This is an optimization exercise on Yosys and OpenROAD, whose aim is small area, a short achievable clock period and few clock cycles per item, not a production implementation.
At most, simulation tests tie the RTL to the original design; equivalence was not proved.
Power and IR drop assume default switching activity.

Design css_length_to_fixed_px, start of the top module:
module css_length_to_fixed_px #(
  parameter int FRAC_DIGITS = 4
) (
  input  logic        clk,
  input  logic        rst,
  input  logic        push,
  output logic        full,
  input  logic [7:0]  char_code,
  input  logic        is_end,
  output logic        empty,
  input  logic        pop,
  output logic [31:0] px_value,
  output logic        invalid,
  input  logic        em_to_px_we,
  input  logic [15:0] em_to_px
);
Size: about 2200 cells after synthesis, roughly 280 flip-flops, about 0.020 sq mm of cells after synthesis.
export LEC_CHECK = 0
export ABC_CLOCK_PERIOD_IN_PS = 3000
export CAP_MARGIN = 20
export CORE_MARGIN = 2
export CORE_UTILIZATION = 40
export SLEW_MARGIN = 20
create_clock -name core_clock -period 10.0 [get_ports {clk}]
standard.sh (not shown) runs the stock make flow with config.mk's settings and CLKGATE_MAP_FILE= SYNTH_SCRIPT=/design/flow/synth_recipe.tcl, a recipe that flattens the netlist after the stock synthesis.
==> flow/flow/run.sh <==
#!/bin/bash
set -euo pipefail
bash standard.sh SETUP_SLACK_MARGIN=6.75 finish > standard_flow.log 2>&1
The baseline completed without violations.
Testbench counts at the start, summed over its fixed seeds: cycles 32,111, items 3,200.
==> next run, changes <==
==> flow/flow/run.sh (replaced) <==
#!/bin/bash
set -euo pipefail
bash standard.sh SETUP_SLACK_MARGIN=6.5 finish > standard_flow.log 2>&1
After rerunning: The changed run ran to the end with no violations; via count decreases by 3.5%; worst setup slack gets better by 61 ps; cell count decreases by 3.3%; final area decreases by 5.5%; count of clock-buffer cells in the layout stays the same; combinational power decreases by 8.8%; worst hold slack is about the same.
==> next run, changes <==
Settings changed: CORE_UTILIZATION 40 to 60.
Effect:
- flip-flop and latch count is unchanged
- routed wire length goes down slightly
- cell area stays flat
==> next run, changes <==
Settings changed: CORE_UTILIZATION 60 to 50.
The changed run finished clean.
Die area rises by about a fifth.
Critical path depth stays the same.
Routed wire length came out higher by a few percent.
Final cell count goes up by a few percent.
Combinational power went down by a few percent.
Sequential share of layout area increases by 0.13 points.

* * *

## P
Another version of the RTL of css_length_to_fixed_px (not shown whole).
For scale: roughly 2400 cells after synthesis, roughly 290 flip-flops, about 21000 sq um of cells after synthesis.
export LEC_CHECK = 0
export ABC_CLOCK_PERIOD_IN_PS = 3000
export CAP_MARGIN = 20
export CORE_MARGIN = 2
export CORE_UTILIZATION = 40
export SLEW_MARGIN = 20
create_clock -name core_clock -period 10.0 [get_ports {clk}]
==> flow/flow/run.sh <==
#!/bin/bash
set -euo pipefail
bash standard.sh SETUP_SLACK_MARGIN=6 finish > standard_flow.log 2>&1
## Diff of input files: Q against P
diff --git a/flow/config.mk b/flow/config.mk
--- a/flow/config.mk
+++ b/flow/config.mk
@@ -9,4 +9,4 @@
 export CAP_MARGIN = 20
 export CORE_MARGIN = 2
-export CORE_UTILIZATION = 40
+export CORE_UTILIZATION = 60
 export SLEW_MARGIN = 20
Findings:
Going from P to Q, global-route wire length before repair now sits lower; worst setup slack now sits higher; wire length now sits lower; number of CTS-inserted buffers now sits lower. Diff P -> Q: die area decreased 33%, total power after layout increased about 1.6%, placed wire-length estimate after detailed placement has decreased.
Input-level comparison between R and Q:
==> flow/flow/run.sh <==
#!/bin/bash
set -euo pipefail
bash standard.sh SETUP_SLACK_MARGIN=7 finish > standard_flow.log 2>&1
diff --git a/flow/config.mk b/flow/config.mk
--- a/flow/config.mk
+++ b/flow/config.mk
@@ -9,4 +9,4 @@
 export CAP_MARGIN = 20
 export CORE_MARGIN = 2
-export CORE_UTILIZATION = 60
+export CORE_UTILIZATION = 40
 export SLEW_MARGIN = 20
==> comparison <==
- Sort R and Q by area of the core asc -> top: Q
- Non-clock buffer count for R is higher than for Q.
- R vs. Q: post-route worst setup slack rose by 0.21 ns; count of placed standard cells including taps higher.
- Clock-buffer cell count (R vs. Q) decreases by a few percent
- In the final design statistics, R uses more standard cells in total than Q.
- Design area: R > Q
- R vs Q — final standard cell utilization of the core dropped 14 points.
- Comparing R and Q, total power divided by cell area is higher on Q.
- Delta (R minus Q): relative area change from synthesis to final layout went up; slew of the pin with the lowest slew margin went up.
### R -> S
==> flow/flow/run.sh <==
#!/bin/bash
set -euo pipefail
bash standard.sh SETUP_SLACK_MARGIN=6 MATCH_CELL_FOOTPRINT=0 finish > standard_flow.log 2>&1
[summary]
Taking R as the reference point, the final cell area excluding filler cells of S falls by 4100 sq um. Re fraction of power consumed by sequential logic: R was lower than S. R → S: sequential share of cell area up 4.4 points; share of the clock period used by the worst path up 3.5 points; power down 390 uW; total via count after detailed routing down 8.1%. Cmp R and S / pin count of the biggest net entering global routing / higher: R. In S, the non-clock buffer count came out about 70% below the value in R.
Function was not checked in any run of this note: the RTL went through the layout flow alone.

* * *

Another version of the RTL of css_length_to_fixed_px (not shown whole).
Size in the first run: roughly 2,200 cells after synthesis, roughly 21,000 sq um of cells after synthesis.
==> flow/config.mk <==
export PLATFORM = sky130hd
export DESIGN_NAME = css_length_to_fixed_px
export DESIGN_NICKNAME = css_length_to_fixed_px
export VERILOG_FILES = /design/flow/design.v
export SDC_FILE = /design/flow/constraint.sdc
export NUM_CORES = 4
export LEC_CHECK = 0
export CAP_MARGIN = 20
export CORE_MARGIN = 2
export CORE_UTILIZATION = 40
export SLEW_MARGIN = 20
==> flow/constraint.sdc <==
create_clock -name core_clock -period 10.0 [get_ports {clk}]
set_input_delay 2.0000 -clock core_clock [delete_from_list [all_inputs] [get_ports {clk}]]
set_output_delay 2.0000 -clock core_clock [all_outputs]
set_load 0.01 [all_outputs]
run.sh (not shown) runs the stock make flow with config.mk's settings and CLKGATE_MAP_FILE= SYNTH_SCRIPT=/design/flow/synth_recipe.tcl, a recipe that flattens the netlist after the stock synthesis.
Stock flow here: none of the scripts above is used.
Testbench counts at the start, summed over its fixed seeds: cycles 32,267, items 3,200.
Next try:
Settings changed: ABC_CLOCK_PERIOD_IN_PS set to 3000, SETUP_SLACK_MARGIN set to 5.
After rerunning:
- routed wire length came out higher by 9.2%
- synthesized cell count stays the same
- worst hold slack is worse by 0.032 ns

* * *

Setup of job 789:
css_length_to_fixed_px, a different RTL version from the one above (not shown whole).
Size: about 65 I/O pins, about 0.020 sq mm of cells after synthesis.
// css_length_to_fixed_px
module css_length_to_fixed_px #(
  parameter int FRAC_DIGITS = 4
) (
  input  logic        clk,
  input  logic        rst,
  input  logic        push,
  output logic        full,
  input  logic [7:0]  char_code,
  input  logic        is_end,
  output logic        empty,
  input  logic        pop,
  output logic [31:0] px_value,
  output logic        invalid,
  input  logic        em_to_px_we,
  input  logic [15:0] em_to_px
);
export LEC_CHECK = 0
export ABC_CLOCK_PERIOD_IN_PS = 3000
export CAP_MARGIN = 20
export CORE_MARGIN = 2
export CORE_UTILIZATION = 40
export SLEW_MARGIN = 20
create_clock -name core_clock -period 10.0 [get_ports {clk}]
standard.sh (not shown) runs the stock make flow with config.mk's settings and CLKGATE_MAP_FILE= SYNTH_SCRIPT=/design/flow/synth_recipe.tcl, a recipe that flattens the netlist after the stock synthesis.
==> flow/flow/run.sh <==
#!/bin/bash
set -euo pipefail
bash standard.sh SETUP_SLACK_MARGIN=6.5 finish > standard_flow.log 2>&1
Testbench counts of job 789, summed over its fixed seeds: cycles 32,263, items 3,200.
Input changes introduced in job 6346 (baseline for comparison: job 789):
==> flow/flow/run.sh <==
#!/bin/bash
set -euo pipefail
bash standard.sh SETUP_SLACK_MARGIN=7 finish > standard_flow.log 2>&1
Diff job 789 -> job 6346: post-synthesis share of cell area spent on full adders, half adders and majority gates flat, design area rose by about 7%, final instance count without filler cells shows an increase of 133, maximum frequency shows a reduction of 1.8%, wire length of the first global-routing pass rose about 3%. Cmp job 6346 and job 789 / delay of the slowest cell on the worst path / lower: job 6346. From job 6346 to job 789, distinct cell type count after synthesis did not move at all. Compared with job 789, in job 6346 number of cells on the critical path shows an increase of 2; fraction of layout instances using a drive strength above 1 picked up an extra 11 points.
Here is what was changed in the inputs of job 8641 compared with job 6346.
==> flow/flow/run.sh <==
#!/bin/bash
set -euo pipefail
bash standard.sh SETUP_SLACK_MARGIN=6 finish > standard_flow.log 2>&1
## What came out
Job 6346 and job 8641 all finish clean. Overall fraction of global-route tracks in use down 1.3 points in job 8641 wrt job 6346. Number of cells in the design after placement: job 6346 vs job 8641, no meaningful difference. From job 6346 to job 8641 the numbers moved as follows: post-layout total power saw an increase; final routed wirelength across all metal layers saw a decrease; slew at the pin closest to its max-slew limit saw an increase; sequential share of layout area saw an increase. A critical-path cell with the highest stage delay of edfxtp_1 is what job 6346 shows, while clkdlybuf4s50_1 belongs to job 8641.
diff inputs: job 8641 => job 7930
# job 8641
export LEC_CHECK = 0
export ABC_CLOCK_PERIOD_IN_PS = 3000
export CAP_MARGIN = 20
export CORE_MARGIN = 2
export CORE_UTILIZATION = 40
export SLEW_MARGIN = 20
create_clock -name core_clock -period 10.0 [get_ports {clk}]
# job 7930
export LEC_CHECK = 0
export ABC_CLOCK_PERIOD_IN_PS = 3000
export CAP_MARGIN = 20
export CORE_MARGIN = 2
export CORE_UTILIZATION = 60
export SLEW_MARGIN = 20
create_clock -name core_clock -period 10.0 [get_ports {clk}]
==> comparison <==
[compare] base=job 8641 new=job 7930: portion of total power attributed to the clock network went up by 0.9 points; final estimated routing congestion in global placement went up by 5.7%; internal portion of total power went up by about 2%; total met3 wirelength after detailed routing went up by about 37%. Job 7930: instance count along the most critical hold path 2 below job 8641.

* * *

== the baseline ==
css_length_to_fixed_px, a different RTL version from the one above (not shown whole).
Size: roughly 2,300 cells after synthesis, roughly 320 flip-flops, roughly 65 I/O pins.
Settings: LEC_CHECK=0, ABC_CLOCK_PERIOD_IN_PS=3000, CAP_MARGIN=20, CORE_MARGIN=2, CORE_UTILIZATION=40, SLEW_MARGIN=20; clock period 10.0 ns.
==> flow/flow/run.sh <==
#!/bin/bash
set -euo pipefail
bash standard.sh SETUP_SLACK_MARGIN=7 finish > standard_flow.log 2>&1
The baseline was carried through to the last stage, and its layout satisfied the timing, DRC and antenna checks.
Edits applied to the flow inputs when going from the baseline to the candidate:
==> flow/flow/run.sh <==
#!/bin/bash
set -euo pipefail
bash standard.sh SETUP_SLACK_MARGIN=6 finish > standard_flow.log 2>&1
[summary]
From the baseline to the candidate the numbers moved as follows: count of placed standard cells in the final layout, fillers left out lost 5.7%, layout overhead on the synthesized area lost 13 points. [compare] base=the baseline new=the candidate: cell area fell by 9.8%; combinational share of power shrank by 2.1 points; required arrival time at the worst endpoint has decreased; areal power density over the cells increased by 4.8% relative to the old numbers. Source-to-sink clock delay at the later pin of the worst-skew pair essentially unchanged between the baseline and the candidate. Relative to the baseline, number of buffers and inverters on the critical path has gone down in the candidate. Max instance area at placement across the baseline and the candidate: the baseline. Ratio of final minimum period to clock period on the candidate is up relative to the baseline. Going from the baseline to the candidate, fmax shrinks by 2.7%.
Function was not checked in any run of this note: the RTL went through the layout flow alone.

==> afterwards: timing with drivers on the ports <==
No port has a modelled driver above. Below, the same layouts with a new extraction and two added sets of constraints. Step 1: set_driving_cell puts a clkbuf_16 on clk and a buf_2 on each other input, an assumption about the parent block. Step 2 moves the port delays by t, midway between the first and last clock arrival at a register: inputs arrive t later, outputs are due t later. That takes back most of the time a late clock gives input paths. Slacks: no drivers / after step 1 / after step 2; pairs: no drivers / after step 1.
run	t (ns)	slack for setup (ns)	worst hold slack (ns)	worst setup path after step 2	clock arrival spread, ns
the first run of note 1	0.581	6.489 / 6.483 / 6.287	0.421 / 0.421 / 0.421	input to register	0.042 / 0.042
the second run of note 1	0.590	6.550 / 6.499 / 6.468	0.422 / 0.422 / 0.422	input to register	0.022 / 0.022
the third run of note 1	0.606	6.493 / 6.438 / 6.290	0.435 / 0.435 / 0.435	input to register	0.015 / 0.016
the fourth run of note 1	0.621	6.473 / 6.422 / 6.290	0.472 / 0.472 / 0.472	input to register	0.020 / 0.019
P	0.597	6.090 / 6.038 / 6.184	0.454 / 0.454 / 0.454	register to register	0.023 / 0.022
Q	0.575	6.230 / 6.173 / 6.239	0.451 / 0.451 / 0.451	register to register	0.020 / 0.020
R	0.597	6.440 / 6.440 / 6.440	0.453 / 0.453 / 0.453	register to register	0.027 / 0.027
S	0.597	6.090 / 6.038 / 6.184	0.454 / 0.454 / 0.454	register to register	0.023 / 0.022
the first run of note 3	0.601	2.926 / 2.926 / 2.926	0.458 / 0.458 / 0.458	register to register	0.013 / 0.013
the second run of note 3	0.591	3.987 / 3.987 / 3.987	0.426 / 0.426 / 0.426	register to register	0.024 / 0.024
job 789	0.618	6.476 / 6.476 / 6.430	0.479 / 0.479 / 0.479	input to register	0.032 / 0.032
job 6346	0.619	6.411 / 6.411 / 6.411	0.472 / 0.472 / 0.472	register to register	0.018 / 0.019
job 8641	0.622	6.091 / 6.036 / 6.233	0.481 / 0.481 / 0.481	register to register	0.013 / 0.012
job 7930	0.557	6.072 / 6.017 / 6.184	0.468 / 0.468 / 0.468	register to register	0.024 / 0.024
the baseline	0.600	6.241 / 6.241 / 6.241	0.449 / 0.449 / 0.449	register to register	0.018 / 0.018
the candidate	0.595	6.137 / 6.137 / 6.137	0.454 / 0.454 / 0.454	register to register	0.022 / 0.023
After both steps every run listed still meets setup and hold. For the third run of note 1, which loses most, drivers alone change the setup slack by -0.055 ns; drivers and shift together by -0.203 ns.
